Source: an optimization exercise on an open RTL-to-GDS flow (aim: small area and a short achievable clock period). Production flows keep margins and buffers that such runs may drop. In this exercise RTL edits were held to simulation tests only and were not proved equivalent to the original. Power figures rest on the tool's default switching activity, not on a simulated workload.

===== flow/config.mk =====
export PLATFORM = sky130hd
export DESIGN_NAME = pram_fifo
export DESIGN_NICKNAME = pram_fifo
export VERILOG_FILES = /design/flow/design.v
export SDC_FILE = /design/flow/constraint.sdc
export NUM_CORES = 4
export LEC_CHECK = 0
export CAP_MARGIN = 20
export CORE_MARGIN = 2
export CORE_UTILIZATION = 60
export CTS_CLUSTER_DIAMETER = 80
export CTS_CLUSTER_SIZE = 25
export PLACE_DENSITY = 0.75
export SETUP_SLACK_MARGIN = 1.9
export SLEW_MARGIN = 20

===== flow/constraint.sdc =====
create_clock -name core_clock -period 4.0 [get_ports {clk}]
set_input_delay 0.8000 -clock core_clock [delete_from_list [all_inputs] [get_ports {clk}]]
set_output_delay 0.8000 -clock core_clock [all_outputs]
set_load 0.01 [all_outputs]

===== flow/design.v =====
module pram_fifo #(
    parameter int DEPTH  = 64,
    parameter int ADDR_W = 6
) (
    input  logic              clk,
    input  logic              reset,
    input  logic              cpu_we,
    input  logic [15:0]       cpu_wdata,
    input  logic              flush,
    input  logic              re,
    output logic [31:0]       PRAMdata,
    output logic              empty,
    output logic              full,
    output logic [ADDR_W:0]   count,
    output logic              half_pending,
    output logic              overflow,
    output logic              underflow
);
    localparam logic [ADDR_W:0] LP_DEPTH = (ADDR_W+1)'(DEPTH);
    logic [31:0]           r_mem [DEPTH];
    logic [ADDR_W-1:0]     r_wptr;
    logic [DEPTH-1:0]      r_rsel_lo;
    logic [DEPTH-1:0]      r_rsel_hi;
    logic [15:0]           r_hi;        
    logic                  r_half;
    logic [ADDR_W:0]       r_count;
    logic                  r_empty;
    logic                  r_full;
    logic [31:0]           r_data;
    logic                  r_ovf;
    logic                  r_udf;
    logic w_swap, w_pop, w_push_req, w_push, w_drop, w_clr, w_wen;
    logic [ADDR_W:0] w_cnt_inc, w_cnt_dec;
    logic w_one, w_almost;
    logic [31:0] w_rd;
    assign w_clr      = ~reset | flush;
    assign w_swap     = &cpu_wdata;
    assign w_pop      = re & ~r_empty;
    assign w_push_req = cpu_we & (r_half | w_swap);
    assign w_push     = w_push_req & (~r_full | re);
    assign w_drop     = w_push_req & r_full & ~re;
    assign w_wen      = ~r_full | re;
    always_ff @(posedge clk) begin
        if (w_wen) r_mem[r_wptr] <= {r_hi, cpu_wdata};
    end
    always_ff @(posedge clk) begin
        if (w_clr) begin
            r_half <= 1'b0;
            r_hi   <= 16'hFFFF;
        end else if (cpu_we) begin
            r_half <= ~r_half & ~w_swap;
            r_hi   <= r_half ? 16'hFFFF : cpu_wdata;
        end
    end
    logic [ADDR_W-1:0] w_wptr_inc;
    always_comb begin
        logic c;
        c = 1'b1;
        for (int i = 0; i < ADDR_W; i++) begin
            w_wptr_inc[i] = r_wptr[i] ^ c;
            c = c & r_wptr[i];
        end
    end
    always_ff @(posedge clk) begin
        if (w_clr) begin
            r_wptr <= '0;
            r_rsel_lo <= DEPTH'(1);
            r_rsel_hi <= DEPTH'(1);
        end else begin
            if (w_push) r_wptr <= w_wptr_inc;
            if (w_pop) begin
                r_rsel_lo <= {r_rsel_lo[DEPTH-2:0], r_rsel_lo[DEPTH-1]};
                r_rsel_hi <= {r_rsel_hi[DEPTH-2:0], r_rsel_hi[DEPTH-1]};
            end
        end
    end
    always_comb begin
        logic c_inc, c_dec;
        c_inc = 1'b1;
        c_dec = 1'b1;
        for (int i = 0; i <= ADDR_W; i++) begin
            w_cnt_inc[i] = r_count[i] ^ c_inc;
            w_cnt_dec[i] = r_count[i] ^ c_dec;
            c_inc = c_inc & r_count[i];
            c_dec = c_dec & ~r_count[i];
        end
    end
    assign w_one     = (r_count == (ADDR_W+1)'(1));
    assign w_almost  = (r_count == LP_DEPTH - 1'b1);
    logic w_inc, w_dec, w_hold;
    assign w_inc  = w_push & ~w_pop;
    assign w_dec  = w_pop & ~w_push;
    assign w_hold = ~(w_inc | w_dec);
    always_ff @(posedge clk) begin
        if (w_clr) begin
            r_count <= '0;
            r_empty <= 1'b1;
            r_full  <= 1'b0;
        end else begin
            r_count <= ({(ADDR_W+1){w_inc}}  & w_cnt_inc) |
                       ({(ADDR_W+1){w_dec}}  & w_cnt_dec) |
                       ({(ADDR_W+1){w_hold}} & r_count);
            r_empty <= (w_dec & w_one) | (w_hold & r_empty);
            r_full  <= (w_inc & w_almost) | (w_hold & r_full);
        end
    end
    always_comb begin
        w_rd = '0;
        for (int i = 0; i < DEPTH; i++) begin
            w_rd = w_rd | (r_mem[i] & {{16{r_rsel_hi[i]}}, {16{r_rsel_lo[i]}}});
        end
    end
    always_ff @(posedge clk) begin
        if (!reset) begin
            r_data <= '0;
        end else if (w_pop & ~flush) begin
            r_data <= w_rd;
        end
    end
    always_ff @(posedge clk) begin
        if (w_clr) begin
            r_ovf <= 1'b0;
            r_udf <= 1'b0;
        end else begin
            if (w_drop)         r_ovf <= 1'b1;
            if (re & r_empty)   r_udf <= 1'b1;
        end
    end
    assign PRAMdata     = r_data;
    assign empty        = r_empty;
    assign full         = r_full;
    assign count        = r_count;
    assign half_pending = r_half;
    assign overflow     = r_ovf;
    assign underflow    = r_udf;
endmodule

===== flow/flow/run.sh =====
#!/bin/bash
# The standard layout, with the control pins grouped on one edge.
set -euo pipefail
here="$(cd "$(dirname "${BASH_SOURCE[0]}")" && pwd)"
cd "$here/.."
bash standard.sh IO_CONSTRAINTS="$here/io.tcl" finish > make_finish.log 2>&1

===== flow/flow/io.tcl =====
# Keep the control inputs and the status outputs together on one edge, so the
# swap-token detect and the occupancy logic are not spread across the die.
set_io_pin_constraint -region left:* -group -pin_names {cpu_wdata[0] cpu_wdata[1] cpu_wdata[2] cpu_wdata[3] cpu_wdata[4] cpu_wdata[5] cpu_wdata[6] cpu_wdata[7] cpu_wdata[8] cpu_wdata[9] cpu_wdata[10] cpu_wdata[11] cpu_wdata[12] cpu_wdata[13] cpu_wdata[14] cpu_wdata[15] cpu_we re flush reset count[0] count[1] count[2] count[3] count[4] count[5] count[6] empty full half_pending overflow underflow}

===== flow/standard.sh =====
#!/bin/bash
# synth_recipe.tcl (not shown) runs the flow's synth.tcl, then flattens the netlist and writes it again
# the make line also repeats each setting of config.mk as NAME=value (left out here)
make -C /OpenROAD-flow-scripts/flow DESIGN_CONFIG=/design/flow/config.mk WORK_HOME=/design/flow/orfs CLKGATE_MAP_FILE= SYNTH_SCRIPT=/design/flow/synth_recipe.tcl "${@:-finish}"

==> flow_summary_export.csv, run 1 <==
group,metric,value,unit
status,status,"complete, no violations",
detailed_routing,wire_per_inst,47.2,um
layout,seqCellArea,0.0657,mm^2
critical_path,cp-endpoint,"r_data[0]",
layout,syn2layout_area_growth,12.9,%
detailed_routing,vias,54000,
detailed_routing,drt_iter0_drc,13700,
critical_path,crit_arrival,2.96,ns
cts,cts-root-buf,"clkbuf_16",
timing,tightest_slew,1.14,ns
detailed_routing,vias_per_cell,8.12,
logic_synthesis,syn_avg_cell_area,17.6,um^2
critical_path,r2r-end,"r_data[0]",
critical_path,critPathKind,"flip-flop to flip-flop",
grt,antenna_found_initial,20,
die,io_pins,65,
layout,postLayoutCoreUtil,0.684,
die,die-area,0.136,mm^2
timing,timing.final.crit_share,0.574,
die,core,0.132,mm^2
layout,drive_gt1_frac,0.203,
critical_path,crit_top_cell,"buf_4",
pwr,power.density,422,mW/mm^2
timing,hold_viol_final,0,
place,dp.cells,6369,
critical_path,crit_fanout,17,
detailed_routing,firstDrtPassIters,10,
critical_path,crit_cells,7,
grt,overflow,0,
place,hpwl,190,mm
grt,grt_pass1_wl,414,mm
detailed_routing,drc_errors,0,
place,dpl_cell_area,0.0846,mm^2
grt,grt_max_degree,129,
timing,fmax,0.435,GHz
pwr,p_leak,26.1,nW
grt,grt_pass1_vias,49400,
critical_path,cp_top_family,"compound AO/OA/AOI/OAI gates",
cts,cts-htree-levels,3,
logic_synthesis,synth_area,0.0798,mm^2
critical_path,crit_path_start,"r_rsel_lo[35]",
cts,cts_num_sinks,2242,
detailed_routing,wirelength,314,mm
critical_path,worstRegToRegCells,7,
logic_synthesis,synth.distinct_cells,37,
cts,clkTransAtPathRegs,0.10,ns
logic_synthesis,syn_nets,4576,
timing,setup_tns,0,ns
critical_path,r2r-start,"r_rsel_lo[35]",
cts,cts_tree,"done",
place,portBuffers,64,
logic_synthesis,synth_seq_cells,2242,
timing,slew_violations,0,
critical_path,crit_chain,"buf_4 > a22o_1 > a221oi_2 > nand3_1 > nor4_1 > buf_4 > a21oi_1",
detailed_routing,ant_nets,0,
cts,cts_made_buffers,100,
timing,setup_slack,1.70,ns
layout,postLayoutCellArea,0.0901,mm^2
job,drv_cap,0,
layout,fillers,8145,
layout,nNetsFinal,4841,
timing,setup_viol,0,
timing,fin_skew,0.0515,ns
layout,instances_no_fill,6653,
place,dpl_worst_slack,0.649,ns
min_path,hp-class,"flip-flop to flip-flop",
pwr,power,38.0,mW
critical_path,end_kind,"flip-flop",
logic_synthesis,yosysSeqAreaShare,0.819,
logic_synthesis,synth_cells,4538,
critical_path,crit_required,4.67,ns
critical_path,cp-start-kind,"flip-flop",
critical_path,slowest_delay,0.35,ns
grt,grt_usage,0.455,
layout,multi_input_area,0.0149,mm^2
cts,clk_latency,0.80,ns
critical_path,crit_path_top_delay_cell,"dfxtp_1",
timing,maxSlewHeadroom,0.241,
critical_path,path_buf_inv,2,
logic_synthesis,ys.warnings.count,1,
die,initial_core_util,0.606,
timing,rsz0062_at_grt,"true",
critical_path,regToRegSetupSlack,1.70,ns
die,fp-row-count,133,
cts,clk_path_buf_depth,3,
pwr,irDropWorstVdd,0.383,mV
timing,holdWs,0.475,ns
timing,period_minus_slack,2.30,ns
die,die_h,369,um
place,gp_congestion,0.994,
die,die_w,369,um
-- per-layer routing --
metal,share of wire,global-route usage,wire length (um),vias to the layer above
met4,0.086,0.278,27100,28
met2,0.40,0.614,125000,7310
met5,0.0024,0.00499,746,-
met3,0.22,0.250,68900,1732
li1,-,-,-,19100
met1,0.29,0.573,92400,25800
-- report_power, final --
part           total (mW)  internal [mW]  switching [mW]
registers            25.5           25.4          0.0570
clock network        12.0           4.95            7.08
logic               0.551         0.0873           0.464
-- repair_timing --
action / CTS / global route
pin swaps: 52 / 55
cloned: 1 / 0
gates resized for setup: 473 / 197
hold buffers: 0 / 0
setup endpoints to repair: 2041 / 271
setup buffers: 27 / 59
-- synthesized netlist by cell type (all sizes together) --
master	n	share of area
o22ai	16	0.0013
and2	2	0.00016
edfxtp	2048	0.77
nor2b	4	0.00031
mux2i	1	0.00013
nor4b	1	0.00011
nand3b	3	0.00028
clkbuf	107	0.0050
nor2	80	0.0039
ha	17	0.0027
o41ai	1	0.00020
or3b	1	0.00011
a22o	224	0.025
nand2b	3	0.00024
xor2	4	0.00044
buf	217	0.013
nand2	288	0.014
a21oi	163	0.010
inv	13	0.00061
a22oi	576	0.054
nand4	167	0.013
or3	1	0.000078
dfxtp	194	0.049
nand3	74	0.0046
nor4	33	0.0026
a221oi	224	0.025
o21ai	38	0.0024
nor3	33	0.0021
a222oi	5	0.00063
-- final cells by class --
| class | count | area share |
|---|---|---|
| sequential | 2242 | 0.729 |
| multi-input combinational | 1959 | 0.165 |
| timing repair buffer | 487 | 0.0482 |
| clock buffer | 181 | 0.0321 |
| tap | 1755 | 0.0244 |
| inverter | 13 | 0.000569 |
| clock inverter | 3 | 0.000458 |
| antenna | 13 | 0.000361 |
-- worst min path at each step --
stage                     startpoint     to  slack, ns  cells past startpoint
after floorplan                r_udf  r_udf       0.50                      2
after global placement         r_udf  r_udf       0.45                      2
after detailed placement       r_udf  r_udf       0.47                      2
after CTS                      r_udf  r_udf       0.47                      2
after global routing           r_udf  r_udf       0.50                      2
final                          r_udf  r_udf       0.48                      2
-- cells by family (layout without fill, tap and decap cells) --
family,count (synthesis),in the layout,share of synthesized area
flops,2242,2242,0.819
compound gates,1247,1247,0.118
simple gates,690,690,0.0411
buf+inv,337,684,0.0185
fa+ha+maj,17,17,0.00266
xor+xnor,4,4,0.000439
mux,1,1,0.000125
other cells,0,13,0
-- flip-flops by register name, indices dropped and copies added (netlist names) --
| register | count |
|---|---|
| r_udf | 1 |
| r_hi | 16 |
| r_half | 1 |
| r_count | 7 |
| r_empty | 1 |
| r_mem | 2048 |
| r_full | 1 |
| r_wptr | 6 |
| r_data | 32 |
| r_rsel_hi | 64 |
| r_rsel_lo | 64 |
| r_ovf | 1 |
-- layout by cell type (no fill, tap or decap), types with 11 or more instances in the layout --
cell type | synthesis | routed
edfxtp_1 | 2048 | 2048
a22oi_1 | 576 | 566
buf_4 | 0 | 339
nand2_1 | 288 | 280
a22o_1 | 221 | 219
nand4_1 | 167 | 167
a21oi_1 | 163 | 158
a221oi_1 | 222 | 126
clkbuf_16 | 0 | 104
a221oi_2 | 2 | 88
dfxtp_2 | 0 | 82
clkbuf_1 | 107 | 77
dfxtp_4 | 0 | 67
nor2_4 | 1 | 66
nand3_1 | 74 | 66
buf_6 | 1 | 57
dfxtp_1 | 194 | 45
buf_2 | 153 | 42
buf_12 | 0 | 39
o21ai_0 | 32 | 32
nor3_1 | 33 | 29
nor4_4 | 0 | 18
o22ai_1 | 16 | 16
diode_2 | 0 | 13
nor2_1 | 79 | 13
inv_1 | 11 | 11
ha_1 | 17 | 11
-- worst reg2reg max path, cell delays in order (launching register included) --
cell,delay [ns]
dfxtp_1,0.35
buf_4,0.30
a22o_1,0.35
a221oi_2,0.24
nand3_1,0.32
nor4_1,0.29
buf_4,0.25
a21oi_1,0.08
==> inputs of run 2 (changes only) <==
--- a/flow/config.mk
+++ b/flow/config.mk
@@ -12,4 +12,4 @@
 export CTS_CLUSTER_SIZE = 25
 export PLACE_DENSITY = 0.75
-export SETUP_SLACK_MARGIN = 1.9
+export SETUP_SLACK_MARGIN = 2.0
 export SLEW_MARGIN = 20
==> run 2 against run 1 <==
  * Still clean on timing, DRC and antenna
  * Setup slack better by 0.038 ns
  * Die area unchanged
  * Wire length up 2.9%
  * Synthesized cell count unchanged
  * Largest cell class unchanged
  * Via count up 1.9%
  * Global-route usage up 0.50 points
  * Non-clock buffer count up 84
  * Largest power group unchanged
  * Hold slack better by 0.014 ns
==> flow_summary_export.csv, run 2 <==
group,metric,value,unit
logic_synthesis,yosys-top-cells-count,"2,048 x edfxtp_1, 576 x a22oi_1, 288 x nand2_1",
critical_path,cp_top_family,"simple AND/OR/NAND/NOR gates",
logic_synthesis,yosysTopAreaCellShare,0.770,
detailed_routing,ant_nets,0,
layout,nNetsFinal,4925,
critical_path,cp-start-kind,"flip-flop",
logic_synthesis,ys_async_sr_fraction,0,
logic_synthesis,synth.most_common_cell,"edfxtp_1",
critical_path,critPathKind,"flip-flop to flip-flop",
timing,timing.final.crit_share,0.565,
critical_path,path_buf_inv,0,
logic_synthesis,yosys.area.top_type,"edfxtp_1",
place,dpl_worst_slack,0.649,ns
detailed_routing,vias_per_cell,8.18,
timing,setup_tns,0,ns
layout,drive_gt1_frac,0.234,
logic_synthesis,synth_seq_cells,2242,
timing,setup_slack,1.74,ns
timing,tightest_slew,1.11,ns
logic_synthesis,synth_ff_type,"edfxtp_1",
critical_path,regToRegSetupSlack,1.74,ns
logic_synthesis,synth_cells,4538,
layout,largest-register,"r_mem",
timing,fin_skew,0.0385,ns
critical_path,crit_chain,"a22o_1 > a221oi_2 > nand4_1 > nor4_4 > a21oi_2",
layout,fillers,7807,
layout,postLayoutCellArea,0.0924,mm^2
critical_path,crit_fanout,9,
layout,final_common_cell,"edfxtp_1",
logic_synthesis,yosysSeqAreaShare,0.819,
pwr,power.density,412,mW/mm^2
cts,cts-root-buf,"clkbuf_16",
logic_synthesis,syn_nets,4576,
pwr,irDropWorstVdd,0.382,mV
job,drv_cap,0,
detailed_routing,drc_errors,0,
cts,clk_latency,0.79,ns
die,initial_core_util,0.606,
grt,antenna_found_initial,10,
detailed_routing,vias,55000,
layout,largest_register_ffs,2048,
cts,clk_path_buf_depth,3,
grt,overflow,0,
cts,cts_made_buffers,100,
min_path,hp-class,"flip-flop to flip-flop",
cts,cts_hold_buf,0,
grt,grt_pass1_vias,50000,
layout,syn2layout_area_growth,15.7,%
logic_synthesis,ys.warnings.count,1,
die,die-area,0.136,mm^2
timing,slew_violations,0,
detailed_routing,wirelength,324,mm
cts,clkTransAtPathRegs,0.10,ns
place,gp_congestion,0.994,
timing,holdWs,0.489,ns
die,die_w,369,um
critical_path,slowest_delay,0.59,ns
detailed_routing,wire_per_inst,48.1,um
place,portBuffers,64,
logic_synthesis,synth_enable_flop_cells,2048,
timing,maxSlewHeadroom,0.262,
critical_path,crit_path_top_delay_cell,"dfxtp_2",
critical_path,crit_required,4.66,ns
critical_path,crit_arrival,2.92,ns
timing,hold_viol_final,0,
timing,setup_viol,0,
status,status,"complete, no violations",
logic_synthesis,synth_area,0.0798,mm^2
layout,largestRegisters,"r_mem x2048, r_rsel_hi x64, r_rsel_lo x64",
logic_synthesis,synthTopCellsByArea,"edfxtp_1 77%, a22oi_1 5.4%, dfxtp_1 4.9%, a221oi_1 2.4%, a22o_1 2.4%",
grt,grt_pass1_wl,418,mm
cts,cts_num_sinks,2242,
timing,fmax,0.443,GHz
grt,grt_usage,0.460,
die,fp-row-count,133,
timing,period_minus_slack,2.26,ns
detailed_routing,drt_iter0_drc,13800,
layout,layout_common_cells,"2,048 x edfxtp_1, 561 x a22oi_1, 339 x buf_4, 280 x nand2_1, 205 x a22o_1",
place,hpwl,190,mm
die,core,0.132,mm^2
logic_synthesis,synth.distinct_cells,37,
cts,cts_tree,"done",
die,io_pins,65,
grt,grt_max_degree,129,
logic_synthesis,syn_avg_cell_area,17.6,um^2
place,dpl_cell_area,0.0846,mm^2
critical_path,end_kind,"flip-flop",
pwr,p_leak,26.9,nW
cts,cts-htree-levels,3,
die,die_h,369,um
detailed_routing,firstDrtPassIters,10,
timing,rsz0062_at_grt,"true",
-- run 2: cell count changes in the layout (fill, tap and decap cells not counted), sizes merged --
cell and change:
diode -5, clkbuf +8, buf +76
-- run 2: kinds of logic after synthesis --
kind of cell	count (synthesis)	synth area share
buffers and inverters	337	0.0185
AOI/OAI and AO/OA	1247	0.118
and+or+nand+nor	690	0.0411
adders and majority gates	17	0.00266
muxes	1	0.000125
xor gates and xnor gates	4	0.000439
DFF	2242	0.819
-- run 2: cell type report --
type                    instances  area [um^2]  area share
clock buffers                 181         2890      0.0313
well taps                    1755         2200      0.0238
clock inverters                 3         41.3    0.000447
flip-flops and latches       2242        65800       0.713
diodes                          8         20.0    0.000217
inverters                      13         53.8    0.000583
multi-input cells            1959        15600       0.169
repair buffers                571         5740      0.0622
-- run 2: worst paths after layout --
path,cells past startpoint,startpoint,to
min,2,r_hi[1],r_hi[1]
max reg2reg,5,r_rsel_hi[61],r_data[27]
max,5,r_rsel_hi[61],r_data[27]
min reg2reg,2,r_hi[1],r_hi[1]
-- run 2: where the power goes --
part | switching (mW) | leakage, nW | internal, mW
Clock | 7.11 | 1.39 | 4.95
Sequential | 0.0572 | 18.4 | 25.4
Combinational | 0.472 | 7.16 | 0.0973
-- run 2: per-layer routing --
metal,wire length (um),track usage,up-vias,share of wire
li1,-,-,19300,-
met1,93700,0.574,26300,0.29
met2,127000,0.619,7546,0.39
met3,72100,0.258,1869,0.22
met4,30100,0.287,15,0.093
met5,485,0,-,0.0015
-- run 2: timing repair --
action | 4_1_cts | 5_1_grt
setup buffers | 70 | 94
pin swaps | 80 | 99
gates resized for setup | 671 | 266
endpoints found under the setup margin | 2200 | 791
gates cloned | 1 | 6
-- run 2: metrics by stage --
step / instances / utilization / power [mW]
after global routing: 6725 / 0.701 / 38.5
after detailed placement: 6369 / 0.642 / 26.5
final: 6732 / 0.701 / 38.1
after global placement: 6369 / 0.642 / 26.5
after CTS: 6624 / 0.683 / 37.8
after floorplan: 4538 / - / 26.1
-- run 2: worst min-delay path, stage by stage, from the launching register on --
cell	delay [ns]
dfxtp_2	0.34
o22ai_1	0.07
nand2_1	0.06
==> inputs of run 3 (changes only) <==
--- a/flow/config.mk
+++ b/flow/config.mk
@@ -12,4 +12,5 @@
 export CTS_CLUSTER_SIZE = 25
 export PLACE_DENSITY = 0.75
-export SETUP_SLACK_MARGIN = 2.0
+export SETUP_SLACK_MARGIN = 1.95
 export SLEW_MARGIN = 20
+export TNS_END_PERCENT = 50
==> run 3 against run 2 <==
  * Synthesized area unchanged
  * Combinational power down 4.0%
  * Register-to-register slack better by 0.02 ns
  * Utilization down 0.90 points
  * Clock power about the same
  * Final cell count down 0.52%
  * Die area unchanged
  * Via count up 0.89%
  * Synthesized cell count unchanged
  * Still clean
  * Setup slack better by 0.019 ns
  * Total power down 0.12%
  * Non-clock buffer count down 46
==> flow_summary_export.csv, run 3 <==
group,metric,value,unit
layout,seqCellArea,0.0658,mm^2
layout,drive_gt1_frac,0.206,
detailed_routing,vias,55500,
timing,rsz0062_at_grt,"true",
critical_path,crit_required,4.63,ns
grt,grt_pass1_wl,417,mm
pwr,pwr-share-seq,0.670,
logic_synthesis,synth_seq_cells,2242,
min_path,min_path_cells,3,
logic_synthesis,synth_area,0.0798,mm^2
die,core,0.132,mm^2
critical_path,worstRegToRegCells,6,
timing,period_minus_slack,2.24,ns
layout,multi_input_area,0.0148,mm^2
detailed_routing,wirelength,323,mm
detailed_routing,firstDrtPassIters,8,
timing,setup_viol,0,
die,fp-row-count,133,
layout,largest-register,"r_mem",
logic_synthesis,synth.most_common_cell,"edfxtp_1",
pwr,pwr-share-comb,0.014,
pwr,p_clk_frac,0.316,
die,die_w,369,um
layout,postLayoutCellArea,0.0912,mm^2
timing,timing.final.crit_share,0.560,
layout,largestRegisters,"r_mem x2048, r_rsel_hi x64, r_rsel_lo x64",
critical_path,critPathKind,"flip-flop to flip-flop",
detailed_routing,ant_nets,0,
cts,cts_hold_buf,0,
logic_synthesis,syn_avg_cell_area,17.6,um^2
layout,fillers,7986,
min_path,hp-class,"primary input to flip-flop",
layout,postLayoutCoreUtil,0.692,
logic_synthesis,synth_enable_flop_cells,2048,
pwr,intPower,30.4,mW
cts,cts_num_sinks,2242,
layout,nNetsFinal,4878,
cts,cts-root-buf,"clkbuf_16",
place,gp_congestion,0.990,
detailed_routing,vias_per_cell,8.29,
timing,tightest_slew,1.14,ns
logic_synthesis,synth.distinct_cells,37,
grt,overflow,0,
logic_synthesis,syn_nets,4576,
logic_synthesis,ys_async_sr_fraction,0,
timing,maxSlewHeadroom,0.243,
logic_synthesis,yosysSeqAreaShare,0.819,
logic_synthesis,synthTopCellsByArea,"edfxtp_1 77%, a22oi_1 5.4%, dfxtp_1 4.9%, a221oi_1 2.4%, a22o_1 2.4%",
logic_synthesis,yosys.area.top_type,"edfxtp_1",
logic_synthesis,ys.warnings.count,1,
cts,clkTransAtPathRegs,0.11,ns
die,io_pins,65,
critical_path,crit_arrival,2.87,ns
logic_synthesis,synth_ff_type,"edfxtp_1",
detailed_routing,drt_iter0_drc,14100,
die,die_h,369,um
place,hpwl,187,mm
timing,setup_tns,0,ns
grt,antenna_found_initial,21,
pwr,p_leak,26.4,nW
die,initial_core_util,0.606,
critical_path,end_kind,"flip-flop",
grt,grt_pass1_vias,50200,
pwr,irDropWorstVdd,0.461,mV
cts,cts-htree-levels,3,
pwr,p_sw,7.64,mW
place,portBuffers,64,
timing,fin_skew,0.0284,ns
layout,layout_common_cells,"2,048 x edfxtp_1, 570 x a22oi_1, 302 x buf_4, 280 x nand2_1, 217 x a22o_1",
timing,setup_slack,1.76,ns
pwr,switching_share,0.201,
place,dpl_worst_slack,0.660,ns
grt,grt_usage,0.458,
layout,largest_register_ffs,2048,
timing,hold_viol_final,0,
status,status,"complete, no violations",
timing,slew_violations,0,
cts,cts_made_buffers,99,
layout,final_common_cell,"edfxtp_1",
pwr,power.density,417,mW/mm^2
job,drv_cap,0,
detailed_routing,drc_errors,0,
logic_synthesis,synth_cells,4538,
critical_path,crit_fanout,17,
timing,fmax,0.446,GHz
cts,clk_path_buf_depth,3,
critical_path,cp-start-kind,"flip-flop",
logic_synthesis,yosysTopAreaCellShare,0.770,
cts,cts_tree,"done",
place,dpl_cell_area,0.0847,mm^2
grt,grt_max_degree,103,
cts,clk_latency,0.77,ns
logic_synthesis,yosys-top-cells-count,"2,048 x edfxtp_1, 576 x a22oi_1, 288 x nand2_1",
detailed_routing,wire_per_inst,48.3,um
layout,syn2layout_area_growth,14.2,%
die,die-area,0.136,mm^2
run 3: cell count changes in the layout (fill, tap and decap cells not counted), sizes merged:
cell / change
buf: -49
inv: -1
clkbuf: +2
bufbuf: +2
diode: +11
run 3: final timing paths:
kind                startpoint         end  slack, ns
setup / recovery  r_rsel_hi[6]  r_data[21]       1.76
hold / removal           reset  r_count[1]       0.44
setup reg to reg  r_rsel_hi[6]  r_data[21]       1.76
hold reg to reg          r_udf       r_udf       0.49
run 3: what timing repair did:
item	CTS	global route
gates resized for setup	601	196
gates cloned	5	9
setup endpoints to repair	2116	1189
setup buffers	50	60
pin swaps	57	61
run 3: power groups by stage:
stage	registers [mW]	clock network, mW	logic [mW]
after CTS	25.5	11.8	0.498
after global routing	25.5	12.5	0.534
after global placement	26.0	0	0.465
after detailed placement	26.0	0	0.480
after floorplan	26.0	0	0.100
final	25.5	12.0	0.546
run 3: cell families (layout without fill, tap and decap cells):
group | count (synthesis) | after routing | synth area share
flops | 2242 | 2242 | 0.819
compound gates | 1247 | 1247 | 0.118
simple gates | 690 | 690 | 0.0411
buf+inv | 337 | 722 | 0.0185
fa+ha+maj | 17 | 17 | 0.00266
xor+xnor | 4 | 4 | 0.000439
mux | 1 | 1 | 0.000125
other cells | 0 | 19 | 0
run 3: cell type report:
cell class,instances,share of cell area
Antenna cell,19,0.000521
Clock buffer,182,0.0315
Clock inverter,2,0.000192
Inverter,13,0.000590
Multi-Input combinational cell,1959,0.162
Sequential cell,2242,0.721
Tap cell,1755,0.0241
Timing Repair Buffer,525,0.0596
run 3: layer usage:
| layer | share of wire | vias up | global-route usage |
|---|---|---|---|
| met1 | 0.29 | 26500 | 0.581 |
| met3 | 0.23 | 1852 | 0.247 |
| met5 | 0.0015 | - | 0.00214 |
| met4 | 0.090 | 34 | 0.307 |
| li1 | - | 19200 | - |
| met2 | 0.39 | 7934 | 0.604 |
run 3: critical path: stages (launching register included):
cell and delay [ns]:
dfxtp_1 0.33, buf_4 0.29, a22o_1 0.27, a221oi_1 0.38, nand4_1 0.19, nor4_2 0.41, a21oi_1 0.21
run 3: stage by stage:
step | instances | hold WS, ns | total power [mW]
3_3_place_gp | 6370 | 0.451 | 26.5
6_report | 6697 | 0.440 | 38.0
2_1_floorplan | 4538 | 0.502 | 26.1
3_5_place_dp | 6370 | 0.466 | 26.5
5_1_grt | 6678 | 0.464 | 38.5
4_1_cts | 6609 | 0.422 | 37.7
==> inputs of run 4 (changes only) <==
--- a/flow/config.mk
+++ b/flow/config.mk
@@ -8,8 +8,8 @@
 export CAP_MARGIN = 20
 export CORE_MARGIN = 2
-export CORE_UTILIZATION = 60
+export CORE_UTILIZATION = 58
 export CTS_CLUSTER_DIAMETER = 80
 export CTS_CLUSTER_SIZE = 25
-export PLACE_DENSITY = 0.75
+export PLACE_DENSITY = 0.72
 export SETUP_SLACK_MARGIN = 1.95
 export SLEW_MARGIN = 20
==> run 4 against run 3 <==
  * Total power down 0.29%
  * Combinational power up 0.7%
  * Wire length up 0.44%
  * Final cell count up 0.60%
  * Sequential power about the same
  * Hold slack worse by 0.012 ns
  * Critical endpoint is now r_data[19]
  * Flip-flop and latch count unchanged
==> flow_summary_export.csv, run 4 <==
group,metric,value,unit
logic_synthesis,synth_xor_area_frac,0.000439,
cts,cts-root-buf,"clkbuf_16",
logic_synthesis,yosysTopAreaCellShare,0.770,
die,core,0.137,mm^2
logic_synthesis,synth_cells,4538,
critical_path,critPathKind,"flip-flop to flip-flop",
timing,hold_viol_final,0,
layout,layout_common_cells,"2,048 x edfxtp_1, 567 x a22oi_1, 306 x buf_4, 280 x nand2_1, 215 x a22o_1",
pwr,p_leak,26.5,nW
cts,cts_num_sinks,2242,
detailed_routing,ant_nets,0,
grt,grt_pass1_vias,48900,
logic_synthesis,synth_ff_type,"edfxtp_1",
logic_synthesis,synth_seq_cells,2242,
grt,grt_max_degree,119,
timing,fmax,0.441,GHz
job,drv_cap,0,
logic_synthesis,synth_top_family_by_area,"compound AO/OA/AOI/OAI gates",
timing,timing.final.crit_share,0.566,
timing,rsz0062_at_grt,"true",
logic_synthesis,synth_enable_flop_cells,2048,
logic_synthesis,synth.most_common_cell,"edfxtp_1",
layout,postLayoutCoreUtil,0.668,
layout,final_common_cell,"edfxtp_1",
logic_synthesis,synth_area,0.0798,mm^2
detailed_routing,wirelength,325,mm
place,portBuffers,64,
grt,grt_usage,0.451,
cts,clk_path_buf_depth,3,
status,status,"complete, no violations",
logic_synthesis,yosys-mux-area-fraction,0.000125,
cts,clkTransAtPathRegs,0.10,ns
die,die-area,0.141,mm^2
die,io_pins,65,
timing,slew_violations,0,
timing,setup_viol,0,
place,hpwl,193,mm
grt,grt_pass1_wl,422,mm
critical_path,regToRegSetupSlack,1.73,ns
critical_path,r2r-start,"r_rsel_hi[14]",
timing,tightest_slew,1.21,ns
detailed_routing,wire_per_inst,48.2,um
pwr,irDropWorstVdd,0.535,mV
detailed_routing,firstDrtPassIters,8,
grt,overflow,0,
logic_synthesis,synth_adder_area_share,0.00266,
critical_path,crit_required,4.64,ns
logic_synthesis,yosys-top-cells-count,"2,048 x edfxtp_1, 576 x a22oi_1, 288 x nand2_1",
timing,maxSlewHeadroom,0.192,
detailed_routing,vias_per_cell,8.07,
layout,largest_register_ffs,2048,
timing,period_minus_slack,2.27,ns
logic_synthesis,syn_avg_cell_area,17.6,um^2
die,die_h,375,um
place,gp_congestion,0.980,
min_path,min_path_cells,3,
layout,nNetsFinal,4879,
critical_path,crit_fanout,17,
layout,largest-register,"r_mem",
grt,antenna_found_initial,23,
die,initial_core_util,0.583,
logic_synthesis,synth_compound_area_frac,0.118,
critical_path,r2r-end,"r_data[19]",
logic_synthesis,ys.warnings.count,1,
critical_path,crit_arrival,2.91,ns
cts,cts-htree-levels,3,
logic_synthesis,synth_simple_gate_area_share,0.0411,
detailed_routing,drt_iter0_drc,14300,
layout,largestRegisters,"r_mem x2048, r_rsel_hi x64, r_rsel_lo x64",
pwr,power.density,415,mW/mm^2
cts,cts_made_buffers,99,
die,fp-row-count,136,
logic_synthesis,ys_async_sr_fraction,0,
logic_synthesis,yosysSeqAreaShare,0.819,
logic_synthesis,yosys.area.top_type,"edfxtp_1",
critical_path,cp-start-kind,"flip-flop",
logic_synthesis,synthTopCellsByArea,"edfxtp_1 77%, a22oi_1 5.4%, dfxtp_1 4.9%, a221oi_1 2.4%, a22o_1 2.4%",
timing,fin_skew,0.0266,ns
critical_path,cp-endpoint,"r_data[19]",
detailed_routing,vias,54400,
critical_path,end_kind,"flip-flop",
min_path,hp-class,"primary input to flip-flop",
detailed_routing,drc_errors,0,
cts,cts_tree,"done",
critical_path,worstRegToRegCells,6,
die,die_w,375,um
logic_synthesis,syn_nets,4576,
place,dpl_cell_area,0.0848,mm^2
critical_path,crit_path_start,"r_rsel_hi[14]",
layout,syn2layout_area_growth,14.6,%
cts,clk_latency,0.77,ns
pwr,power,37.9,mW
logic_synthesis,synth.distinct_cells,37,
timing,setup_tns,0,ns
layout,postLayoutCellArea,0.0915,mm^2
layout,drive_gt1_frac,0.214,
## run 4: cell count changes in the layout (fill, tap and decap cells not counted), sizes merged
| cell | change |
|---|---|
| buf | +4 |
| clkinv | +1 |
| diode | +2 |
| inv | -1 |
| clkbuf | -4 |
| dlygate4sd2 | -1 |
## run 4: cell families (layout without fill, tap and decap cells)
kind of cell             count (synthesis)  count (layout)
flip-flops                            2242            2242
adder cells (fa/ha/maj)                 17              17
buffers and inverters                  337             721
AND/OR/NAND/NOR                        690             690
AO/OA/AOI/OAI                         1247            1247
XOR/XNOR                                 4               4
other                                    0              21
multiplexers                             1               1
## run 4: metal layers
layer	track usage	part of all wire
met1	0.571	0.30
met2	0.593	0.39
met3	0.256	0.22
met5	0.00412	0.00087
met4	0.287	0.085
## run 4: cell type report
type	instances	area, um^2
Sequential cell	2242	65800
Fill cell	8673	45500
Multi-Input combinational cell	1959	15200
Timing Repair Buffer	526	5300
Clock buffer	180	2850
Tap cell	1794	2240
Antenna cell	21	52.6
Inverter	13	51.3
Clock inverter	2	25.0
## run 4: how the worst min path moves through the flow
stage,from,end,slack [ns]
5_1_grt,re,r_udf,0.45
2_1_floorplan,r_udf,r_udf,0.50
4_1_cts,r_hi[8],r_mem[47][24],0.45
3_3_place_gp,r_hi[8],r_mem[47][24],0.44
3_5_place_dp,r_hi[8],r_mem[47][24],0.43
6_report,re,r_udf,0.43
## run 4: power by group
group,total (mW),internal (mW),leakage (nW),switching [mW]
logic,0.550,0.0957,6.72,0.454
clock network,11.9,4.86,1.36,7.05
registers,25.5,25.4,18.4,0.0691
## run 4: what timing repair did
item,CTS,global route
resized for setup,642,193
hold buffers,0,0
endpoints found under the setup margin,2225,1471
cloned,4,6
setup buffers,47,60
pin swaps,64,61
## run 4: critical path: stages, from the launching register on
cell,delay [ns]
dfxtp_1,0.39
buf_6,0.28
a22o_1,0.29
a221oi_2,0.45
nand4_1,0.23
nor4_1,0.39
a21oi_1,0.12
## run 4: metrics by stage
| step | setup slack [ns] | std cells | hold slack, ns |
|---|---|---|---|
| after floorplan | 1.50 | 4538 | 0.502 |
| after global placement | 0.445 | 6417 | 0.436 |
| after detailed placement | 0.396 | 6417 | 0.434 |
| after CTS | 1.84 | 6650 | 0.447 |
| after global routing | 1.78 | 6720 | 0.450 |
| final | 1.73 | 6737 | 0.428 |
==> inputs of run 5 (changes only) <==
--- a/flow/config.mk
+++ b/flow/config.mk
@@ -12,5 +12,4 @@
 export CTS_CLUSTER_SIZE = 25
 export PLACE_DENSITY = 0.72
-export SETUP_SLACK_MARGIN = 1.95
+export SETUP_SLACK_MARGIN = 1.9
 export SLEW_MARGIN = 20
-export TNS_END_PERCENT = 50
==> run 5 against run 4 <==
  * Still clean on timing, DRC and antenna
  * Clock-buffer cell count grew 1
  * Utilization shrank 0.52 points
  * Setup slack lost 0.0058 ns
  * Clock skew grew 0.0058 ns
  * Final cell count is essentially flat
  * Critical path type unchanged
==> flow_summary_export.csv, run 5 <==
group,metric,value,unit
logic_synthesis,synth_area,0.0798,mm^2
detailed_routing,ant_nets,0,
pwr,power,38.0,mW
timing,hold_viol_final,0,
die,die_h,375,um
place,dp.cells,6423,
cts,cts-htree-levels,3,
detailed_routing,vias,54300,
timing,setup_tns,0,ns
critical_path,slowest_delay,0.49,ns
logic_synthesis,synth_ff_type,"edfxtp_1",
job,drv_cap,0,
critical_path,crit_path_top_delay_cell,"dfxtp_1",
cts,cts_num_sinks,2242,
place,hpwl,196,mm
pwr,power.density,419,mW/mm^2
critical_path,crit_chain,"buf_4 > a22oi_1 > nand4_1 > nor4_4 > a21oi_1",
layout,nNetsFinal,4863,
logic_synthesis,synth_seq_cells,2242,
critical_path,crit_required,4.66,ns
layout,final_common_cell,"edfxtp_1",
layout,largest_register_ffs,2048,
pwr,switching_share,0.201,
timing,tightest_slew,1.24,ns
cts,clkTransAtPathRegs,0.10,ns
critical_path,cp-start-kind,"flip-flop",
layout,layout_common_cells,"2,048 x edfxtp_1, 564 x a22oi_1, 333 x buf_4, 280 x nand2_1, 212 x a22o_1",
detailed_routing,wire_per_inst,47.7,um
critical_path,critPathKind,"flip-flop to flip-flop",
logic_synthesis,yosys.area.top_type,"edfxtp_1",
grt,overflow,0,
grt,grt_pass1_wl,420,mm
pwr,irDropWorstVdd,0.409,mV
detailed_routing,vias_per_cell,8.07,
die,fp-row-count,136,
die,initial_core_util,0.583,
die,die_w,375,um
logic_synthesis,ys.warnings.count,1,
place,portBuffers,64,
pwr,pwr-share-comb,0.014,
timing,slew_violations,0,
pwr,p_sw,7.63,mW
timing,fmax,0.440,GHz
timing,setup_slack,1.73,ns
detailed_routing,firstDrtPassIters,9,
timing,period_minus_slack,2.27,ns
layout,instances_no_fill,6734,
pwr,p_clk_frac,0.315,
cts,cts-root-buf,"clkbuf_16",
cts,clk_latency,0.80,ns
layout,largest-register,"r_mem",
timing,timing.final.crit_share,0.568,
pwr,p_leak,26.2,nW
grt,antenna_found_initial,16,
cts,cts_hold_buf,0,
logic_synthesis,yosysTopAreaCellShare,0.770,
grt,grt_usage,0.448,
critical_path,end_kind,"flip-flop",
layout,drive_gt1_frac,0.208,
timing,rsz0062_at_grt,"true",
place,dpl_worst_slack,0.549,ns
die,io_pins,65,
die,die-area,0.141,mm^2
logic_synthesis,synth.distinct_cells,37,
detailed_routing,wirelength,321,mm
place,gp_congestion,1.01,
logic_synthesis,synth_enable_flop_cells,2048,
logic_synthesis,synthTopCellsByArea,"edfxtp_1 77%, a22oi_1 5.4%, dfxtp_1 4.9%, a221oi_1 2.4%, a22o_1 2.4%",
grt,grt_pass1_vias,49400,
status,status,"complete, no violations",
pwr,intPower,30.4,mW
critical_path,regToRegSetupSlack,1.73,ns
logic_synthesis,syn_nets,4576,
cts,cts_made_buffers,99,
critical_path,crit_fanout,11,
logic_synthesis,ys_async_sr_fraction,0,
cts,cts_tree,"done",
layout,syn2layout_area_growth,13.7,%
logic_synthesis,yosysSeqAreaShare,0.819,
critical_path,crit_arrival,2.93,ns
pwr,pwr-share-seq,0.670,
logic_synthesis,syn_avg_cell_area,17.6,um^2
timing,setup_viol,0,
die,core,0.137,mm^2
detailed_routing,drt_iter0_drc,13800,
layout,largestRegisters,"r_mem x2048, r_rsel_hi x64, r_rsel_lo x64",
logic_synthesis,synth_cells,4538,
logic_synthesis,yosys-top-cells-count,"2,048 x edfxtp_1, 576 x a22oi_1, 288 x nand2_1",
logic_synthesis,synth.most_common_cell,"edfxtp_1",
cts,clk_path_buf_depth,3,
timing,fin_skew,0.0325,ns
min_path,hp-class,"flip-flop to flip-flop",
detailed_routing,drc_errors,0,
timing,maxSlewHeadroom,0.174,
grt,grt_max_degree,129,
-- run 5: cell counts after synthesis --
Identical to the previous run, type by type.
-- run 5: logic make-up after synthesis --
logic type / after synthesis / share of synthesized area
adders and majority gates: 17 / 0.00266
buffers and inverters: 337 / 0.0185
and+or+nand+nor: 690 / 0.0411
AOI/OAI and AO/OA: 1247 / 0.118
xor gates and xnor gates: 4 / 0.000439
DFF: 2242 / 0.819
muxes: 1 / 0.000125
-- run 5: worst paths after layout --
check / depth (start not counted) / end / startpoint
max: 5 / r_data[20] / r_rsel_hi[52]
min: 2 / r_rsel_hi[13] / r_rsel_hi[12]
max reg2reg: 5 / r_data[20] / r_rsel_hi[52]
min reg2reg: 2 / r_rsel_hi[13] / r_rsel_hi[12]
-- run 5: power by group through the flow --
stage,clock (mW),sequential (mW),combinational [mW]
2_1_floorplan,0,26.0,0.102
3_3_place_gp,0,26.0,0.480
5_1_grt,12.6,25.5,0.542
3_5_place_dp,0,26.0,0.490
6_report,12.0,25.5,0.547
4_1_cts,11.8,25.5,0.499
-- run 5: critical path: cells and delay by family (launching register included) --
kind / cells / cell delay [ns]
buffers and inverters: 1 / 0.32
flip-flops: 1 / 0.49
AO/OA/AOI/OAI: 2 / 0.61
AND/OR/NAND/NOR: 2 / 0.71
-- run 5: cell type report --
cell class / count / area [um^2]
tap: 1794 / 2240
fill: 8797 / 46200
antenna: 30 / 75.1
inverter: 13 / 51.3
multi-input combinational: 1960 / 15000
clock inverter: 5 / 66.3
sequential: 2242 / 65700
timing repair buffer: 509 / 4690
clock buffer: 181 / 2850
-- run 5: per-stage QoR --
step                instance area [um^2]  hold slack [ns]   util
floorplan                          80500            0.502      -
global placement                   84900            0.443  0.620
detailed placement                 84900            0.446  0.620
CTS                                89200            0.460  0.651
global route                       90700            0.504  0.662
finish                             90800            0.482  0.663
-- run 5: layer usage --
layer	global-route usage	part of all wire
met1	0.574	0.30
met2	0.608	0.40
met3	0.223	0.21
met4	0.277	0.085
met5	0.00343	0.0011
-- run 5: what timing repair did --
item / in CTS / in global routing
pin swaps: 57 / 62
endpoints found under the setup margin: 2024 / 267
buffers inserted: 29 / 63
resized for setup: 518 / 206
cloned: 1 / 2
==> inputs of run 6 (changes only) <==
--- a/flow/config.mk
+++ b/flow/config.mk
@@ -8,8 +8,8 @@
 export CAP_MARGIN = 20
 export CORE_MARGIN = 2
-export CORE_UTILIZATION = 58
+export CORE_UTILIZATION = 62
 export CTS_CLUSTER_DIAMETER = 80
 export CTS_CLUSTER_SIZE = 25
-export PLACE_DENSITY = 0.72
-export SETUP_SLACK_MARGIN = 1.9
+export PLACE_DENSITY = 0.8
+export SETUP_SLACK_MARGIN = 1.85
 export SLEW_MARGIN = 20
==> run 6 against run 5 <==
  * Still clean
  * Wire length fell by 2.9%
  * Synthesized area did not move
  * Register-to-register slack got worse by 0.17 ns
  * Global-route usage rose by 1.4 points
  * Setup slack got worse by 0.17 ns
  * Flip-flop and latch count did not move
  * Critical path type unchanged
==> flow_summary_export.csv, run 6 <==
group,metric,value,unit
pwr,irDropWorstVdd,0.420,mV
timing,rsz0062_at_grt,"true",
critical_path,r2r-end,"r_data[2]",
die,core,0.128,mm^2
cts,clk_latency,0.78,ns
logic_synthesis,syn_avg_cell_area,17.6,um^2
logic_synthesis,synth_enable_flop_cells,2048,
logic_synthesis,ys.warnings.count,1,
grt,overflow,0,
critical_path,slowest_delay,0.50,ns
timing,setup_slack,1.56,ns
critical_path,end_kind,"flip-flop",
timing,timing.final.crit_share,0.610,
die,die_h,363,um
logic_synthesis,yosys.area.top_type,"edfxtp_1",
place,portBuffers,64,
pwr,pwr-share-seq,0.672,
critical_path,crit_path_top_delay_cell,"nand3_1",
logic_synthesis,synth_cells,4538,
logic_synthesis,syn_nets,4576,
critical_path,cp-start-kind,"flip-flop",
logic_synthesis,synthTopCellsByArea,"edfxtp_1 77%, a22oi_1 5.4%, dfxtp_1 4.9%, a221oi_1 2.4%, a22o_1 2.4%",
pwr,p_leak,25.8,nW
logic_synthesis,yosysTopAreaCellShare,0.770,
place,hpwl,185,mm
cts,cts_num_sinks,2242,
logic_synthesis,synth.most_common_cell,"edfxtp_1",
critical_path,crit_required,4.64,ns
grt,grt_max_degree,130,
timing,setup_viol,0,
die,die_w,363,um
pwr,intPower,30.3,mW
place,gp_congestion,1.00,
cts,cts_made_buffers,99,
pwr,pwr-share-comb,0.014,
place,dpl_worst_slack,0.688,ns
pwr,p_clk_frac,0.314,
timing,slew_violations,0,
timing,fmax,0.410,GHz
layout,largestRegisters,"r_mem x2048, r_rsel_hi x64, r_rsel_lo x64",
cts,clkTransAtPathRegs,0.10,ns
detailed_routing,wire_per_inst,47.6,um
timing,fin_skew,0.0250,ns
detailed_routing,ant_nets,0,
pwr,power.density,423,mW/mm^2
die,die-area,0.132,mm^2
detailed_routing,vias_per_cell,8.50,
detailed_routing,wirelength,312,mm
critical_path,regToRegSetupSlack,1.56,ns
layout,largest-register,"r_mem",
min_path,worstHoldStart,"r_hi[12]",
place,dp.cells,6265,
layout,final_common_cell,"edfxtp_1",
layout,layout_common_cells,"2,048 x edfxtp_1, 571 x a22oi_1, 327 x buf_4, 280 x nand2_1, 218 x a22o_1",
layout,nNetsFinal,4816,
timing,period_minus_slack,2.44,ns
status,status,"complete, no violations",
logic_synthesis,yosys-top-cells-count,"2,048 x edfxtp_1, 576 x a22oi_1, 288 x nand2_1",
critical_path,crit_fanout,11,
min_path,hp-class,"flip-flop to flip-flop",
detailed_routing,vias,55700,
grt,grt_pass1_vias,50300,
critical_path,worstRegToRegCells,6,
logic_synthesis,ys_async_sr_fraction,0,
critical_path,path_buf_inv,1,
detailed_routing,firstDrtPassIters,16,
detailed_routing,drt_iter0_drc,15400,
die,io_pins,65,
logic_synthesis,synth_seq_cells,2242,
grt,grt_pass1_wl,408,mm
min_path,min_path_cells,0,
layout,syn2layout_area_growth,12.1,%
detailed_routing,drc_errors,0,
timing,setup_tns,0,ns
logic_synthesis,synth_area,0.0798,mm^2
logic_synthesis,yosysSeqAreaShare,0.819,
cts,clk_path_buf_depth,3,
pwr,switching_share,0.200,
timing,tightest_slew,1.10,ns
layout,fillers,7252,
critical_path,critPathKind,"flip-flop to flip-flop",
cts,cts_tree,"done",
min_path,min_to,"r_mem[61][28]",
cts,cts-root-buf,"clkbuf_16",
timing,maxSlewHeadroom,0.265,
grt,grt_usage,0.462,
logic_synthesis,synth_ff_type,"edfxtp_1",
pwr,p_sw,7.57,mW
timing,hold_viol_final,0,
die,fp-row-count,131,
grt,antenna_found_initial,17,
critical_path,cp_top_family,"simple AND/OR/NAND/NOR gates",
critical_path,crit_arrival,3.09,ns
layout,largest_register_ffs,2048,
layout,drive_gt1_frac,0.187,
job,drv_cap,0,
critical_path,crit_chain,"buf_4 > a22o_1 > a221oi_1 > nand3_1 > nor4_4 > a21oi_1",
cts,cts-htree-levels,3,
die,initial_core_util,0.625,
logic_synthesis,synth.distinct_cells,37,
layout,instances_no_fill,6549,
critical_path,r2r-start,"r_rsel_lo[50]",
run 6: changes by cell type in the layout (fill, tap and decap cells not counted), sizes merged:
cell           change
inv                +1
buf               -53
clkbuf             +4
diode              -4
clkdlybuf4s15      +3
nand2b             -1
clkinv             -3
run 6: layout make-up:
type                    instances  area, um^2  area share
flip-flops and latches       2242       65700       0.734
multi-input cells            1959       14800       0.165
repair buffers                463        4020      0.0449
clock buffers                 181        2830      0.0316
well taps                    1662        2080      0.0232
diodes                         26        65.1    0.000727
inverters                      13        51.3    0.000573
clock inverters                 3        26.3    0.000294
run 6: metrics by stage:
step / hold WS (ns) / utilization / cell area [um^2] / total power [mW]
after global placement: 0.434 / 0.662 / 84500 / 26.5
after CTS: 0.470 / 0.692 / 88400 / 37.6
after global routing: 0.475 / 0.701 / 89500 / 38.4
final: 0.475 / 0.701 / 89500 / 37.9
after detailed placement: 0.448 / 0.662 / 84500 / 26.5
after floorplan: 0.502 / - / 80500 / 26.1
run 6: logic make-up after synthesis:
kind of cell             count (synthesis)  synth area share
XOR/XNOR                                 4          0.000439
multiplexers                             1          0.000125
AO/OA/AOI/OAI                         1247             0.118
flip-flops                            2242             0.819
adder cells (fa/ha/maj)                 17           0.00266
AND/OR/NAND/NOR                        690            0.0411
buffers and inverters                  337            0.0185
run 6: worst max path at each step:
stage	startpoint	endpoint	slack, ns	cells after the start
after floorplan	cpu_wdata[6]	r_count[2]	1.53	9
after global placement	re	r_mem[54][8]	0.67	6
final	r_rsel_lo[50]	r_data[2]	1.56	6
after detailed placement	re	r_mem[54][11]	0.69	6
after CTS	r_rsel_hi[63]	r_data[17]	1.64	6
after global routing	r_rsel_lo[50]	r_data[2]	1.65	6
run 6: metal layers:
metal	global-route usage	share of wire	wire length [um]
met2	0.609	0.39	121000
met1	0.558	0.28	87600
met4	0.322	0.10	31100
met3	0.282	0.23	71500
met5	0.00518	0.0014	438
run 6: power groups by stage:
stage / Clock, mW / Sequential (mW) / Combinational, mW
after floorplan: 0 / 26.0 / 0.102
after global placement: 0 / 26.0 / 0.468
after detailed placement: 0 / 26.0 / 0.483
after CTS: 11.6 / 25.5 / 0.493
after global routing: 12.3 / 25.5 / 0.533
final: 11.9 / 25.5 / 0.544
run 6: timing repair:
item                        CTS  global route
resized for setup           394           175
gates cloned                  1             0
hold buffers                  0             0
setup buffers                18            53
setup endpoints to repair  1856           383
pin swaps                    40            54
==> inputs of run 7 (changes only) <==
--- a/flow/design.v
+++ b/flow/design.v
@@ -20,6 +20,5 @@
     logic [31:0]           r_mem [DEPTH];
     logic [ADDR_W-1:0]     r_wptr;
-    logic [DEPTH-1:0]      r_rsel_lo;
-    logic [DEPTH-1:0]      r_rsel_hi;
+    logic [DEPTH-1:0]      r_rsel;      
     logic [15:0]           r_hi;        
     logic                  r_half;
@@ -65,12 +64,8 @@
         if (w_clr) begin
             r_wptr <= '0;
-            r_rsel_lo <= DEPTH'(1);
-            r_rsel_hi <= DEPTH'(1);
+            r_rsel <= DEPTH'(1);
         end else begin
             if (w_push) r_wptr <= w_wptr_inc;
-            if (w_pop) begin
-                r_rsel_lo <= {r_rsel_lo[DEPTH-2:0], r_rsel_lo[DEPTH-1]};
-                r_rsel_hi <= {r_rsel_hi[DEPTH-2:0], r_rsel_hi[DEPTH-1]};
-            end
+            if (w_pop)  r_rsel <= {r_rsel[DEPTH-2:0], r_rsel[DEPTH-1]};
         end
     end
@@ -108,5 +103,5 @@
         w_rd = '0;
         for (int i = 0; i < DEPTH; i++) begin
-            w_rd = w_rd | (r_mem[i] & {{16{r_rsel_hi[i]}}, {16{r_rsel_lo[i]}}});
+            w_rd = w_rd | (r_mem[i] & {32{r_rsel[i]}});
         end
     end
--- a/flow/config.mk
+++ b/flow/config.mk
@@ -8,8 +8,8 @@
 export CAP_MARGIN = 20
 export CORE_MARGIN = 2
-export CORE_UTILIZATION = 62
+export CORE_UTILIZATION = 60
 export CTS_CLUSTER_DIAMETER = 80
 export CTS_CLUSTER_SIZE = 25
-export PLACE_DENSITY = 0.8
-export SETUP_SLACK_MARGIN = 1.85
+export PLACE_DENSITY = 0.75
+export SETUP_SLACK_MARGIN = 1.9
 export SLEW_MARGIN = 20
==> run 7 against run 6 <==
  * Design area grew 0.88%
  * Sequential power fell by 3%
  * Register-to-register slack worse by 0.04 ns
  * Total power fell by 2.1%
  * Combinational power grew 0.9%
  * Critical path type unchanged
  * Non-clock buffer count is 157 higher
  * Fmax shrank 1.8%
  * Synthesized cell count shrank 6.1%
  * Hold slack gained 0.0084 ns
  * Critical path depth unchanged
  * Sequential share of layout area is 2.0 points lower
==> flow_summary_export.csv, run 7 <==
group,metric,value,unit
place,portBuffers,64,
die,die_h,365,um
pwr,pwr-share-comb,0.015,
detailed_routing,drc_errors,0,
place,dpl_worst_slack,0.672,ns
layout,final_common_cell,"edfxtp_1",
timing,period_minus_slack,2.49,ns
place,hpwl,188,mm
critical_path,cp-start-kind,"flip-flop",
layout,nNetsFinal,4716,
min_path,hp-class,"flip-flop to flip-flop",
logic_synthesis,ys_async_sr_fraction,0,
logic_synthesis,synth.most_common_cell,"edfxtp_1",
place,dpl_cell_area,0.0831,mm^2
cts,clk_latency,0.78,ns
timing,hold_viol_final,0,
place,gp_congestion,0.990,
logic_synthesis,synth_seq_cells,2178,
critical_path,crit_required,4.65,ns
cts,clk_path_buf_depth,3,
logic_synthesis,yosysTopAreaCellShare,0.787,
cts,cts_hold_buf,0,
grt,grt_max_degree,67,
grt,grt_usage,0.492,
timing,tightest_slew,1.33,ns
timing,setup_tns,0,ns
status,status,"complete, no violations",
logic_synthesis,syn_avg_cell_area,18.4,um^2
cts,clkTransAtPathRegs,0.10,ns
pwr,p_sw,7.50,mW
pwr,intPower,29.6,mW
cts,cts_num_sinks,2178,
grt,overflow,0,
critical_path,end_kind,"flip-flop",
logic_synthesis,yosys.area.top_type,"edfxtp_1",
die,initial_core_util,0.604,
logic_synthesis,synth.distinct_cells,35,
cts,cts-htree-levels,3,
timing,setup_viol,0,
timing,maxSlewHeadroom,0.111,
layout,drive_gt1_frac,0.238,
cts,cts-root-buf,"clkbuf_16",
grt,grt_pass1_wl,429,mm
grt,antenna_found_initial,31,
cts,cts_tree,"done",
pwr,irDropWorstVdd,0.457,mV
die,fp-row-count,132,
timing,rsz0062_at_grt,"true",
logic_synthesis,synth_area,0.0782,mm^2
logic_synthesis,yosys-top-cells-count,"2,048 x edfxtp_1, 576 x a22oi_1, 224 x a22o_1",
timing,fin_skew,0.0553,ns
pwr,switching_share,0.202,
detailed_routing,wirelength,335,mm
detailed_routing,vias,55300,
critical_path,critPathKind,"flip-flop to flip-flop",
logic_synthesis,synth_enable_flop_cells,2048,
pwr,pwr-share-seq,0.668,
job,drv_cap,0,
layout,largest-register,"r_mem",
logic_synthesis,synth_ff_type,"edfxtp_1",
layout,largest_register_ffs,2048,
logic_synthesis,ys.warnings.count,1,
die,die-area,0.133,mm^2
die,core,0.129,mm^2
critical_path,crit_fanout,16,
logic_synthesis,synth_cells,4260,
detailed_routing,vias_per_cell,8.47,
layout,syn2layout_area_growth,15.5,%
timing,slew_violations,0,
layout,layout_common_cells,"2,048 x edfxtp_1, 572 x a22oi_1, 381 x buf_4, 216 x a22o_1, 167 x nand4_1",
logic_synthesis,yosysSeqAreaShare,0.820,
timing,setup_slack,1.51,ns
pwr,p_leak,26.5,nW
timing,fmax,0.402,GHz
die,die_w,365,um
detailed_routing,firstDrtPassIters,17,
logic_synthesis,synthTopCellsByArea,"edfxtp_1 79%, a22oi_1 5.5%, dfxtp_1 3.3%, a22o_1 2.5%, a221oi_1 1.8%",
cts,cts_made_buffers,98,
layout,largestRegisters,"r_mem x2048, r_rsel x64, r_data x32",
timing,timing.final.crit_share,0.621,
detailed_routing,drt_iter0_drc,15600,
logic_synthesis,syn_nets,4298,
detailed_routing,wire_per_inst,51.4,um
layout,postLayoutCellArea,0.0903,mm^2
pwr,p_clk_frac,0.317,
grt,grt_pass1_vias,49300,
pwr,power.density,411,mW/mm^2
critical_path,crit_arrival,3.13,ns
detailed_routing,ant_nets,0,
die,io_pins,65,
run 7: changes by cell type after synthesis, moves of 56 or more:
cell,delta
nand2_1,-128
dfxtp_1,-64
a21oi_1,-63
a221oi_1,-57
a221oi_2,+57
buf_2,-57
clkbuf_1,+56
run 7: through the flow:
stage / hold slack, ns / instances / total power [mW] / util
2_1_floorplan: 0.502 / 4260 / 25.5 / -
6_report: 0.484 / 6524 / 37.1 / 0.697
5_1_grt: 0.503 / 6499 / 37.5 / 0.697
3_3_place_gp: 0.457 / 6076 / 25.8 / 0.642
3_5_place_dp: 0.471 / 6076 / 25.9 / 0.642
4_1_cts: 0.494 / 6408 / 36.8 / 0.684
run 7: path summary, 6_finish.rpt:
| path | startpoint | endpoint | slack, ns | cells after the start |
|---|---|---|---|---|
| min | r_udf | r_udf | 0.48 | 2 |
| min reg2reg | r_udf | r_udf | 0.48 | 2 |
| max | r_rsel[44] | r_data[14] | 1.51 | 6 |
| max reg2reg | r_rsel[44] | r_data[14] | 1.51 | 6 |
run 7: cell type report:
cell class,instances,area [um^2]
Fill cell,7688,39200
Tap cell,1742,2180
Sequential cell,2178,64500
Clock inverter,10,121
Antenna cell,26,65.1
Inverter,13,48.8
Multi-Input combinational cell,1767,14400
Clock buffer,168,2740
Timing Repair Buffer,620,6280
run 7: power by group through the flow:
stage,clock (mW),combinational (mW),sequential [mW]
CTS,11.5,0.499,24.8
detailed placement,0,0.485,25.4
global placement,0,0.473,25.4
floorplan,0,0.0936,25.4
global route,12.2,0.536,24.8
finish,11.8,0.549,24.8
run 7: cells by family after synthesis:
group / share of synthesized area
AOI/OAI and AO/OA: 0.121
xor gates and xnor gates: 0.000448
adders and majority gates: 0.00272
buffers and inverters: 0.0201
DFF: 0.820
muxes: 0.000128
and+or+nand+nor: 0.0357
run 7: what timing repair did:
item | 4_1_cts | 5_1_grt
setup endpoints to repair | 2102 | 454
gates cloned | 3 | 3
pin swaps | 60 | 70
hold endpoints to repair | 0 | 0
resized for setup | 493 | 156
setup buffers | 151 | 87
run 7: layer usage:
metal	track usage	vias up	wire, um
li1	-	18600	-
met1	0.580	26000	91000
met2	0.655	8319	130000
met3	0.274	2344	74400
met4	0.400	28	39400
met5	0.00980	-	555
run 7: worst max-delay path, stage by stage (launching register included):
cell      delay, ns
dfxtp_4        0.47
buf_4          0.19
buf_12         0.17
a221oi_2       0.41
nand4_1        0.34
nor4_4         0.60
a21oi_2        0.14
==> inputs of run 8 (changes only) <==
--- a/flow/design.v
+++ b/flow/design.v
@@ -20,5 +20,5 @@
     logic [31:0]           r_mem [DEPTH];
     logic [ADDR_W-1:0]     r_wptr;
-    logic [DEPTH-1:0]      r_rsel;      
+    logic [DEPTH-1:0]      r_rsel [4];
     logic [15:0]           r_hi;        
     logic                  r_half;
@@ -64,8 +64,11 @@
         if (w_clr) begin
             r_wptr <= '0;
-            r_rsel <= DEPTH'(1);
+            for (int k = 0; k < 4; k++) r_rsel[k] <= DEPTH'(1);
         end else begin
             if (w_push) r_wptr <= w_wptr_inc;
-            if (w_pop)  r_rsel <= {r_rsel[DEPTH-2:0], r_rsel[DEPTH-1]};
+            if (w_pop) begin
+                for (int k = 0; k < 4; k++)
+                    r_rsel[k] <= {r_rsel[k][DEPTH-2:0], r_rsel[k][DEPTH-1]};
+            end
         end
     end
@@ -103,5 +106,6 @@
         w_rd = '0;
         for (int i = 0; i < DEPTH; i++) begin
-            w_rd = w_rd | (r_mem[i] & {32{r_rsel[i]}});
+            w_rd = w_rd | (r_mem[i] & {{8{r_rsel[3][i]}}, {8{r_rsel[2][i]}},
+                                       {8{r_rsel[1][i]}}, {8{r_rsel[0][i]}}});
         end
     end
==> run 8 against run 7 <==
  * Clock skew decreased by 0.017 ns
  * Still clean
  * Largest power group unchanged
  * Die area is 7.4% higher
  * Sequential power increased by 8.1%
  * Wire length decreased by 7.4%
  * Critical endpoint is now r_data[31]
  * Highest routed layer unchanged
  * Hold slack got worse by 0.038 ns
==> flow_summary_export.csv, run 8 <==
group,metric,value,unit
grt,grt_max_degree,128,
logic_synthesis,syn_avg_cell_area,16.5,um^2
detailed_routing,firstDrtPassIters,7,
critical_path,crit_path_start,"r_rsel[3][32]",
layout,largest_register_ffs,2048,
timing,tightest_slew,1.02,ns
layout,syn2layout_area_growth,11.3,%
cts,clk_path_buf_depth,3,
critical_path,cp-start-kind,"flip-flop",
timing,maxSlewHeadroom,0.321,
critical_path,crit_chain,"a22oi_1 > nand4_1 > nor4_4 > a21oi_1",
critical_path,r2r-end,"r_data[31]",
die,die_h,378,um
critical_path,crit_fanout,10,
detailed_routing,vias_per_cell,7.83,
min_path,hp-class,"primary input to flip-flop",
layout,largest-register,"r_mem",
detailed_routing,vias,56300,
logic_synthesis,yosysTopAreaCellShare,0.732,
critical_path,worstRegToRegCells,4,
cts,clkTransAtPathRegs,0.10,ns
cts,cts_made_buffers,107,
pwr,power,40.2,mW
logic_synthesis,synth_cells,5103,
cts,cts_num_sinks,2370,
timing,setup_viol,0,
die,die_w,378,um
place,dpl_worst_slack,0.615,ns
critical_path,cp-endpoint,"r_data[31]",
critical_path,cp_top_family,"simple AND/OR/NAND/NOR gates",
logic_synthesis,yosys-top-cells-count,"2,048 x edfxtp_1, 576 x a22oi_1, 541 x nand2_1",
grt,grt_usage,0.428,
logic_synthesis,syn_nets,5141,
critical_path,critPathKind,"flip-flop to flip-flop",
job,drv_cap,0,
timing,fin_skew,0.0381,ns
cts,cts-root-buf,"clkbuf_16",
critical_path,slowest_delay,0.60,ns
logic_synthesis,synth_enable_flop_cells,2048,
critical_path,end_kind,"flip-flop",
critical_path,regToRegSetupSlack,1.73,ns
detailed_routing,drt_iter0_drc,13600,
logic_synthesis,ys_async_sr_fraction,0,
logic_synthesis,synth_seq_cells,2370,
logic_synthesis,synth.distinct_cells,34,
grt,grt_pass1_wl,414,mm
timing,hold_viol_final,0,
timing,rsz0062_at_grt,"true",
timing,slew_violations,0,
place,portBuffers,64,
die,die-area,0.143,mm^2
pwr,irDropWorstVdd,0.429,mV
logic_synthesis,synth_ff_type,"edfxtp_1",
timing,timing.final.crit_share,0.566,
grt,grt_pass1_vias,51700,
logic_synthesis,synth.most_common_cell,"edfxtp_1",
layout,largestRegisters,"r_mem x2048, r_rsel x256, r_data x32",
timing,period_minus_slack,2.27,ns
logic_synthesis,ys.warnings.count,2,
layout,postLayoutCoreUtil,0.672,
place,gp_congestion,0.970,
pwr,power.density,430,mW/mm^2
layout,layout_common_cells,"2,048 x edfxtp_1, 572 x a22oi_1, 539 x nand2_1, 288 x a21oi_1, 233 x buf_4",
critical_path,crit_arrival,2.92,ns
pwr,p_leak,28.1,nW
logic_synthesis,synthTopCellsByArea,"edfxtp_1 73%, dfxtp_1 7.7%, a22oi_1 5.1%, nand2_1 2.4%, a221oi_1 2.3%",
logic_synthesis,yosys.area.top_type,"edfxtp_1",
cts,cts_hold_buf,0,
status,status,"complete, no violations",
critical_path,path_buf_inv,0,
critical_path,crit_required,4.66,ns
timing,fmax,0.441,GHz
layout,drive_gt1_frac,0.157,
critical_path,r2r-start,"r_rsel[3][32]",
logic_synthesis,synth_area,0.0840,mm^2
layout,nNetsFinal,5244,
timing,setup_slack,1.73,ns
detailed_routing,wirelength,310,mm
layout,final_common_cell,"edfxtp_1",
critical_path,crit_cells,4,
timing,setup_tns,0,ns
detailed_routing,wire_per_inst,43.1,um
cts,cts-htree-levels,3,
grt,antenna_found_initial,12,
grt,overflow,0,
cts,cts_tree,"done",
die,fp-row-count,137,
place,hpwl,180,mm
die,initial_core_util,0.604,
die,io_pins,65,
detailed_routing,drc_errors,0,
critical_path,crit_path_top_delay_cell,"nor4_4",
die,core,0.139,mm^2
detailed_routing,ant_nets,0,
cts,clk_latency,0.80,ns
logic_synthesis,yosysSeqAreaShare,0.809,
==> run 8: per-layer routing <==
layer	track usage	vias up	wire length, um
met3	0.180	1651	61900
met2	0.601	6918	127000
met1	0.544	27100	92000
met5	0	-	130
li1	-	20600	-
met4	0.290	14	29100
==> run 8: how the worst min path moves through the flow <==
stage / from / to / slack [ns] / cells after the start
global placement: r_hi[8] / r_mem[37][24] / 0.43 / 0
CTS: r_hi[8] / r_mem[37][24] / 0.45 / 0
floorplan: r_udf / r_udf / 0.50 / 2
finish: re / r_ovf / 0.45 / 4
global route: r_hi[8] / r_mem[37][24] / 0.46 / 0
detailed placement: r_hi[8] / r_mem[37][24] / 0.43 / 0
==> run 8: metrics by stage <==
stage,cell area [um^2],instances,hold WS [ns]
2_1_floorplan,84600,5103,0.502
3_3_place_gp,88500,6940,0.427
3_5_place_dp,88500,6940,0.432
4_1_cts,92800,7167,0.453
5_1_grt,93500,7177,0.459
6_report,93500,7189,0.445
==> run 8: kinds of logic after synthesis <==
group	count (synthesis)	synth area share
DFF	2370	0.809
AOI/OAI and AO/OA	1375	0.120
and+or+nand+nor	951	0.0510
buffers and inverters	386	0.0177
adders and majority gates	17	0.00253
xor gates and xnor gates	3	0.000313
muxes	1	0.000119
==> run 8: what timing repair did <==
item / in CTS / in global routing
resized for setup: 424 / 141
cloned: 3 / 2
endpoints found under the setup margin: 2200 / 369
buffers inserted: 20 / 8
pin swaps: 26 / 42
==> run 8: area by class of cell <==
| cell class | count | area, um^2 |
|---|---|---|
| multi-input combinational | 2347 | 16200 |
| clock inverter | 13 | 170 |
| antenna | 12 | 30.0 |
| fill | 8896 | 45700 |
| clock buffer | 191 | 3070 |
| timing repair buffer | 365 | 3410 |
| tap | 1876 | 2350 |
| sequential | 2370 | 68200 |
| inverter | 15 | 97.6 |
==> run 8: worst min-delay path, stage by stage <==
cell and delay [ns]:
clkbuf_2 0.18, inv_12 0.08, a31oi_1 0.07, nor2_1 0.07
==> run 8: where the power goes <==
group          total (mW)  internal, mW  switching (mW)  leakage [nW]
logic               0.584        0.0877           0.496          5.70
clock network        12.9          5.37            7.53          1.54
registers            26.8          26.7          0.0375          20.8
total                40.2          32.2            8.06          28.1

Check on run 8: ideal ports give 1.734 ns setup slack; a clkbuf_16 on the clock port and buf_2 on the inputs give 1.734 ns; moving port delays by the midpoint clock arrival (0.853 ns) as well gives 0.990 ns.
